Source: an optimization exercise on an open RTL-to-GDS flow (aim: small area, a short achievable clock period and few clock cycles). Production flows keep margins and buffers that such runs may drop.
Function was checked by simulation only, so behaviour that the tests miss may differ from the original.

==> 01-01: inputs <==
Design instr_executor, start of the top module:
module instr_executor (
  input  logic               clk,
  input  logic               reset,
  input  logic               start,
  input  logic [PTR_W-1:0]   first_ptr,
  input  logic [PTR_W-1:0]   last_ptr,
  output logic [PTR_W-1:0]   read_pointer,
  input  instr_executor_pkg::instruction_t       instruction_word,
  output logic               res_valid,
  input  logic               res_ready,
  output logic [PTR_W-1:0]   res_pointer,
  output instr_executor_pkg::opcode_t            res_opcode,
  output instr_executor_pkg::result_t            result,
  output logic               div_by_zero,
  output logic               busy,
  output logic               done
);
  typedef struct packed {
    logic xa;     
    logic xrh;    
    logic xrl;    
    logic ya;     
    logic ya2;    
    logic yb;     
    logic inv;    
    logic wr;     
    logic rdiv;   
    logic dlast;  
    logic dq0;    
    logic dbz;    
    logic fin;    
  } ctrl_t;
  logic             busy_q;
  logic             done_q;
  logic             fetch_q;           
  logic [PTR_W-1:0] rd_ptr_q;
  logic [PTR_W-1:0] last_q;
  logic             e_val_q;           
  instr_executor_pkg::exec_step_t es_q;
  ctrl_t            c_q;
  ...
export LEC_CHECK = 0
export CAP_MARGIN = 20
export CORE_MARGIN = 2
export CORE_UTILIZATION = 50
export SLEW_MARGIN = 20
create_clock -name core_clock -period 10.0 [get_ports {clk}]
standard.sh (not shown) runs the stock make flow with config.mk's settings and CLKGATE_MAP_FILE= SYNTH_SCRIPT=/design/flow/synth_recipe.tcl, a recipe that flattens the netlist after the stock synthesis.
==> flow/flow/run.sh <==
#!/bin/bash
set -euo pipefail
export SETUP_SLACK_MARGIN=5.4
bash standard.sh finish > standard_flow.log 2>&1
==> 05-04 (differences from 01-01) <==
==> flow/design.v (replaced) <==
package instr_executor_pkg;
  localparam int PTR_W = 5;
  localparam int OP_W  = 32;
  localparam int RES_W = 64;
  typedef enum logic [3:0] {
    ZERO  = 4'd0,
    PASSA = 4'd1,
    PASSB = 4'd2,
    ADD   = 4'd3,
    SUB   = 4'd4,
    MULT  = 4'd5,
    DIV   = 4'd6,
    MOD   = 4'd7
  } opcode_t;
  typedef logic signed [OP_W-1:0]  operand_t;
  typedef logic signed [RES_W-1:0] result_t;
  typedef struct packed {
    opcode_t  opc;
    operand_t op_a;
    operand_t op_b;
  } instruction_t;
  typedef enum logic [2:0] {
    E0  = 3'd0,    
    E1  = 3'd1,    
    E2  = 3'd2,    
    IT  = 3'd3,    
    NG  = 3'd4     
  } exec_step_t;
endpackage
import instr_executor_pkg::*;
module instr_div_lsc (
  input  logic [31:0] v,
  output logic [5:0]  n
);
  logic [31:0] y;
  always_comb begin
    y = v ^ {32{v[31]}};
    n = 6'd32;
    for (int i = 0; i < 32; i++)
      if (y[i]) n = 6'(31 - i);
  end
endmodule
module instr_div_q0 (
  input  logic [31:0] a,
  input  logic [31:0] b,
  output logic        q0
);
  logic [31:0] ya, yb;
  logic [32:0] ta, tb;         
  always_comb begin
    ya = a ^ {32{a[31]}};
    yb = b ^ {32{b[31]}};
    ta[32] = 1'b0;
    tb[32] = 1'b0;
    for (int i = 31; i >= 0; i--) begin
      ta[i] = ta[i+1] | ya[i];
      tb[i] = tb[i+1] | yb[i];
    end
    q0 = 1'b0;
    for (int i = 0; i < 32; i++)
      q0 = q0 | (tb[i] & ~(a[31] ? (i == 0 ? 1'b1 : ta[i-1]) : ta[i]));
  end
endmodule
module instr_div_step (
  input  logic [31:0] rem,
  input  logic [33:0] dsr1,      
  input  logic [31:0] t3,        
  input  logic        ge3,       
  output logic [1:0]  digit,
  output logic [31:0] rem_next
);
  logic [35:0] t1, t2;
  logic        ge1, ge2;
  always_comb begin
    t1  = {4'd0, rem} - {2'd0, dsr1};
    t2  = {4'd0, rem} - {1'd0, dsr1, 1'b0};
    ge1 = ~t1[35];
    ge2 = ~t2[35];
    if (ge3)      begin digit = 2'd3; rem_next = t3[31:0]; end
    else if (ge2) begin digit = 2'd2; rem_next = t2[31:0]; end
    else if (ge1) begin digit = 2'd1; rem_next = t1[31:0]; end
    else          begin digit = 2'd0; rem_next = rem;      end
  end
endmodule
import instr_executor_pkg::*;
module instr_executor (
  input  logic               clk,
  input  logic               reset,
  input  logic               start,
  input  logic [PTR_W-1:0]   first_ptr,
  input  logic [PTR_W-1:0]   last_ptr,
  output logic [PTR_W-1:0]   read_pointer,
  input  instr_executor_pkg::instruction_t       instruction_word,
  output logic               res_valid,
  input  logic               res_ready,
  output logic [PTR_W-1:0]   res_pointer,
  output instr_executor_pkg::opcode_t            res_opcode,
  output instr_executor_pkg::result_t            result,
  output logic               div_by_zero,
  output logic               busy,
  output logic               done
);
  typedef struct packed {
    logic xa;     
    logic xrh;    
    logic xrl;    
    logic ya;     
    logic ya2;    
    logic yb;     
    logic inv;    
    logic wr;     
    logic rdiv;   
    logic dlast;  
    logic fin;    
  } ctrl_t;
  logic             busy_q;
  logic             done_q;
  logic             fetch_q;           
  logic [PTR_W-1:0] rd_ptr_q;
  logic [PTR_W-1:0] last_q;
  logic             e_val_q;           
  instr_executor_pkg::exec_step_t es_q;
  ctrl_t            c_q;
  logic [3:0]       e_opc_q;
  logic [PTR_W-1:0] e_ptr_q;
  logic             e_last_q;
  logic             neg_q;             
  logic [4:0]       cnt_q;             
  logic [63:0]      a_q;               
  logic [33:0]      b_q;               
  logic             r_val_q;
  logic             r_last_q;
  logic [63:0]      res_q;             
  logic [PTR_W-1:0] r_ptr_q;
  logic [3:0]       r_opc_q;
  logic             r_dbz_q;
  logic is_mul, is_dm, is_div;
  always_comb begin
    is_mul = (e_opc_q == MULT);
    is_div = (e_opc_q == DIV);
    is_dm  = (e_opc_q == DIV) || (e_opc_q == MOD);
  end
  logic [63:0] x_op, y_src, y_op, sum;
  always_comb begin
    x_op  = ({64{c_q.xa}} & a_q)
          | ({{32{c_q.xrh}}, {32{c_q.xrl}}} & res_q);
    y_src = ({64{c_q.ya}}  & a_q)
          | ({64{c_q.ya2}} & {a_q[62:0], 1'b0})
          | ({64{c_q.yb}}  & {{32{b_q[31]}}, b_q[31:0]});
    y_op  = y_src ^ {64{c_q.inv}};
    sum   = x_op + y_op + {63'd0, c_q.inv};
  end
  logic [5:0]  lsc_a, lsc_b;
  logic [6:0]  s_est;
  logic        q0_now;
  logic [31:0] b_mag;
  logic [1:0]  digit;
  logic [31:0] rem_next;
  logic [31:0] quo_next;
  logic [31:0] dm_val;
  logic [33:0] dsr_norm;
  instr_div_lsc u_lsc_a (.v(a_q[31:0]), .n(lsc_a));
  instr_div_lsc u_lsc_b (.v(b_q[31:0]), .n(lsc_b));
  instr_div_q0  u_q0    (.a(a_q[31:0]), .b(b_q[31:0]), .q0(q0_now));
  instr_div_step u_step (
    .rem      (res_q[31:0]),
    .dsr1     (b_q),
    .t3       (sum[31:0]),
    .ge3      (~sum[36]),                 
    .digit    (digit),
    .rem_next (rem_next)
  );
  always_comb begin
    b_mag    = b_q[31] ? 32'(-b_q[31:0]) : b_q[31:0];
    s_est    = {1'b0, lsc_b} - {1'b0, lsc_a} + {6'd0, a_q[31]};
    dsr_norm = b_q << {cnt_q, 1'b0};
    quo_next = {res_q[61:32], digit};
    dm_val   = is_div ? quo_next : rem_next;
  end
  function automatic ctrl_t booth_ctrl(input logic [2:0] d, input logic acc);
    ctrl_t c;
    c     = '0;
    c.xrh = acc;
    c.xrl = acc;
    c.ya  = d[1] ^ d[0];
    c.ya2 = (d[2] & ~d[1] & ~d[0]) | (~d[2] & d[1] & d[0]);
    c.inv = d[2] & ~(d[1] & d[0]);
    c.wr  = 1'b1;
    booth_ctrl = c;
  endfunction
  function automatic logic all_same(input logic [28:0] v);
    all_same = (v == '0) || (v == '1);
  endfunction
  ctrl_t       c_fetch;          
  logic [3:0]  f_opc;
  logic [31:0] f_a, f_b, f_m, f_q;
  logic        f_swap;
  always_comb begin
    f_opc   = instruction_word.opc;
    f_a     = instruction_word.op_a;
    f_b     = instruction_word.op_b;
    f_swap  = (f_opc == MULT)
           && ((f_a[31:15] == '0) || (f_a[31:15] == '1))
           && !((f_b[31:15] == '0) || (f_b[31:15] == '1));
    f_m     = f_swap ? f_b : f_a;
    f_q     = f_swap ? f_a : f_b;
    c_fetch = '0;
    c_fetch.wr  = 1'b1;
    c_fetch.fin = 1'b1;
    case (f_opc)
      PASSA: c_fetch.xa = 1'b1;
      PASSB: c_fetch.yb = 1'b1;
      ADD:   begin c_fetch.xa = 1'b1; c_fetch.yb = 1'b1; end
      SUB:   begin c_fetch.xa = 1'b1; c_fetch.yb = 1'b1; c_fetch.inv = 1'b1; end
      MULT:  begin
        c_fetch     = booth_ctrl({f_q[1:0], 1'b0}, 1'b0);
        c_fetch.fin = (f_q[31:1] == '0) || (f_q[31:1] == '1);
      end
      DIV, MOD: if (f_b != '0) begin
        c_fetch.ya  = 1'b1;                  
        c_fetch.inv = f_a[31];
        c_fetch.fin = 1'b0;
      end
      default: ;
    endcase
  end
  ctrl_t       c_next;           
  instr_executor_pkg::exec_step_t es_next;
  logic [63:0] a_next;
  logic [33:0] b_next;
  always_comb begin
    c_next  = '0;
    es_next = es_q;
    a_next  = a_q;
    b_next  = b_q;
    case (es_q)
      E0: if (is_mul) begin
        es_next    = IT;
        c_next     = booth_ctrl(b_q[3:1], 1'b1);
        c_next.fin = all_same(b_q[31:3]);
        a_next     = {a_q[61:0], 2'b00};
        b_next     = {{2{b_q[33]}}, b_q[33:2]};
      end else begin
        es_next    = E1;
        c_next.fin = q0_now;
        c_next.wr  = q0_now;
        c_next.xa  = q0_now && !is_div;      
        b_next     = {2'b00, b_mag};
      end
      E1: begin                              
        es_next    = E2;
        c_next.xa  = 1'b1;                   
        c_next.ya2 = 1'b1;
        a_next     = {30'd0, dsr_norm};
        b_next     = dsr_norm;
      end
      E2: begin
        es_next      = IT;
        c_next.xrl   = 1'b1;                 
        c_next.ya    = 1'b1;
        c_next.inv   = 1'b1;
        c_next.wr    = 1'b1;
        c_next.rdiv  = 1'b1;
        c_next.dlast = (cnt_q == 5'd0);
        c_next.fin   = (cnt_q == 5'd0) && !neg_q;
        a_next       = {28'd0, sum[35:0]};
      end
      IT: if (is_mul) begin
        c_next     = booth_ctrl(b_q[3:1], 1'b1);
        c_next.fin = all_same(b_q[31:3]);
        a_next     = {a_q[61:0], 2'b00};
        b_next     = {{2{b_q[33]}}, b_q[33:2]};
      end else if (c_q.dlast) begin          
        es_next    = NG;
        c_next.ya  = 1'b1;
        c_next.inv = 1'b1;
        c_next.wr  = 1'b1;
        c_next.fin = 1'b1;
        a_next     = {32'd0, dm_val};
      end else begin
        c_next.xrl   = 1'b1;
        c_next.ya    = 1'b1;
        c_next.inv   = 1'b1;
        c_next.wr    = 1'b1;
        c_next.rdiv  = 1'b1;
        c_next.dlast = (cnt_q == 5'd1);
        c_next.fin   = (cnt_q == 5'd1) && !neg_q;
        a_next       = {2'b00, a_q[63:2]};
        b_next       = {2'b00, b_q[33:2]};
      end
      default: ;
    endcase
  end
  logic        adv;              
  logic        step;
  logic        fetch_sel;        
  logic        fetch_en;
  logic        e_en;             
  logic        xfer;
  logic [63:0] res_d;
  always_comb begin
    adv       = !r_val_q || res_ready;
    step      = e_val_q && adv;
    fetch_sel = fetch_q && (!e_val_q || c_q.fin);
    fetch_en  = fetch_sel && (!e_val_q || adv);
    e_en      = e_val_q ? adv : fetch_q;
    xfer      = r_val_q && res_ready;
    if (c_q.rdiv)
      res_d = c_q.dlast ? {32'd0, dm_val} : {quo_next, rem_next};
    else
      res_d = sum;
  end
  always_ff @(posedge clk) begin
    if (reset) begin
      busy_q  <= 1'b0;
      done_q  <= 1'b0;
      fetch_q <= 1'b0;
      e_val_q <= 1'b0;
      r_val_q <= 1'b0;
    end else begin
      done_q <= 1'b0;
      if (!busy_q && start) begin
        busy_q  <= 1'b1;
        fetch_q <= 1'b1;
      end
      if (xfer && r_last_q) begin
        busy_q <= 1'b0;
        done_q <= 1'b1;
      end
      if (fetch_en && (rd_ptr_q == last_q)) fetch_q <= 1'b0;
      if (fetch_en)              e_val_q <= 1'b1;
      else if (step && c_q.fin)  e_val_q <= 1'b0;
      if (step && c_q.fin) r_val_q <= 1'b1;
      else if (xfer)       r_val_q <= 1'b0;
    end
  end
  always_ff @(posedge clk) begin
    if (!busy_q && start) begin
      rd_ptr_q <= first_ptr;
      last_q   <= last_ptr;
    end else if (fetch_en) begin
      rd_ptr_q <= rd_ptr_q + 1'b1;
    end
    if (e_en) begin
      if (fetch_sel) begin
        es_q     <= E0;
        c_q      <= c_fetch;
        e_opc_q  <= f_opc;
        e_ptr_q  <= rd_ptr_q;
        e_last_q <= (rd_ptr_q == last_q);
        a_q      <= {{32{f_m[31]}}, f_m};
        b_q      <= {{2{f_q[31]}}, f_q};
      end else begin
        es_q     <= es_next;
        c_q      <= c_next;
        a_q      <= a_next;
        b_q      <= b_next;
      end
    end
    if (step && es_q == E0 && is_dm) begin
      cnt_q <= s_est[5:1];
      neg_q <= is_div ? (a_q[31] ^ b_q[31]) : a_q[31];
    end else if (step && es_q == IT) begin
      cnt_q <= cnt_q - 1'b1;
    end
    if (step && c_q.wr) res_q <= res_d;
    if (step && c_q.fin) begin
      r_ptr_q  <= e_ptr_q;
      r_opc_q  <= e_opc_q;
      r_dbz_q  <= (es_q == E0) && is_dm;
      r_last_q <= e_last_q;
    end
  end
  assign read_pointer = rd_ptr_q;
  assign res_valid    = r_val_q;
  assign res_pointer  = r_ptr_q;
  assign res_opcode   = instr_executor_pkg::opcode_t'(r_opc_q);
  assign result       = res_q;
  assign div_by_zero  = r_dbz_q;
  assign busy         = busy_q;
  assign done         = done_q;
endmodule
==> flow/run.sh (new file) <==
#!/bin/bash
# synth_recipe.tcl (not shown) runs the flow's synth.tcl, then flattens the netlist and writes it again
# the make line also repeats each setting of config.mk as NAME=value (left out here)
make -C /OpenROAD-flow-scripts/flow DESIGN_CONFIG=/design/flow/config.mk WORK_HOME=/design/flow/orfs CLKGATE_MAP_FILE= SYNTH_SCRIPT=/design/flow/synth_recipe.tcl finish
Settings changed: CORE_UTILIZATION 50 to 40.
removed: flow/flow/run.sh
removed: flow/standard.sh
==> results.txt <==
Against 05-04, the sequential share of layout area of 01-01 is lower by 2.2 points. In 01-01 the clock skew is higher than in 05-04, by 0.018 ns. Of 05-04 and 01-01, 01-01 has the higher non-clock buffer count (gap 181). In 05-04 the worst hold slack is worse than in 01-01, by 0.011 ns. Utilization: 05-04 is lower than 01-01 (18 points). Of 05-04 and 01-01, 01-01 has the higher via count (gap about 12%, measured against 01-01). Of 01-01 and 05-04, 01-01 has the higher clock-buffer cell count (gap 1). Of 05-04 and 01-01, 01-01 has the higher final area (gap 15%, measured against 01-01).
==> figures <==
Result of the run: 05-04 complete, no violations; 01-01 complete, no violations
Slowest cell on crit path: 05-04 edfxtp_1; 01-01 a221oi_4
Area share of the largest cell type after synthesis: 05-04 0.247; 01-01 0.248
Initial core utilization: 05-04 0.404; 01-01 0.508
DR WL/cell: 05-04 30.5 um; 01-01 31.0 um
Number of buffer and inverter instances along the worst setup path: 05-04 1; 01-01 4
Worst Slack Setup Final: 05-04 3.96 ns; 01-01 5.05 ns
Synthesized instance count: 05-04 3335; 01-01 3514
Die area: 05-04 0.0669 mm^2; 01-01 0.0566 mm^2
Buffers outside the clock class: 05-04 215; 01-01 396
CP max stage delay: 05-04 0.69 ns; 01-01 0.50 ns
Placed Instances: 05-04 4138; 01-01 4137
Final #Nets: 05-04 3539; 01-01 3883
Reg2reg setup slack: 05-04 3.96 ns; 01-01 5.05 ns
Total number of vias: 05-04 28600; 01-01 32400
R2R depth: 05-04 16; 01-01 19
Testbench counts of 01-01, summed over its fixed seeds: cycles 58,034.
Testbench counts of 05-04, summed over its fixed seeds: cycles 65,080.

separate check: timing with driven ports:
The results above use ideal ports. As a check the final layouts listed here were re-extracted and re-timed, cells and wires unchanged. Step 1 sets driving cells, clkbuf_16 on the clock port and buf_2 on the other inputs (assumed; they add their load-dependent delay and slew). Step 2 times the ports against the registers' clock, not the clock port: input delays grow and output delays shrink by t, the midpoint of the rising clock arrivals with the driver on. a / b / c = ideal / step 1 / step 2; a / b = the first two.
| run | t, ns | setup WS [ns] | worst setup path at the end | worst register clock-pin slew, ns | cell pins on the clock port's net |
|---|---|---|---|---|---|
| 01-01 | 0.640 | 5.054 / 5.054 / 4.680 | input to register | 0.07 / 0.07 | 1 |
| 05-04 | 0.644 | 3.962 / 3.962 / 3.962 | register to register | 0.07 / 0.07 | 1 |
After both steps setup and hold are still met in every run listed. The setup slack of 01-01, which loses most, moves by 0.000 ns with the drivers and by -0.374 ns with both steps.
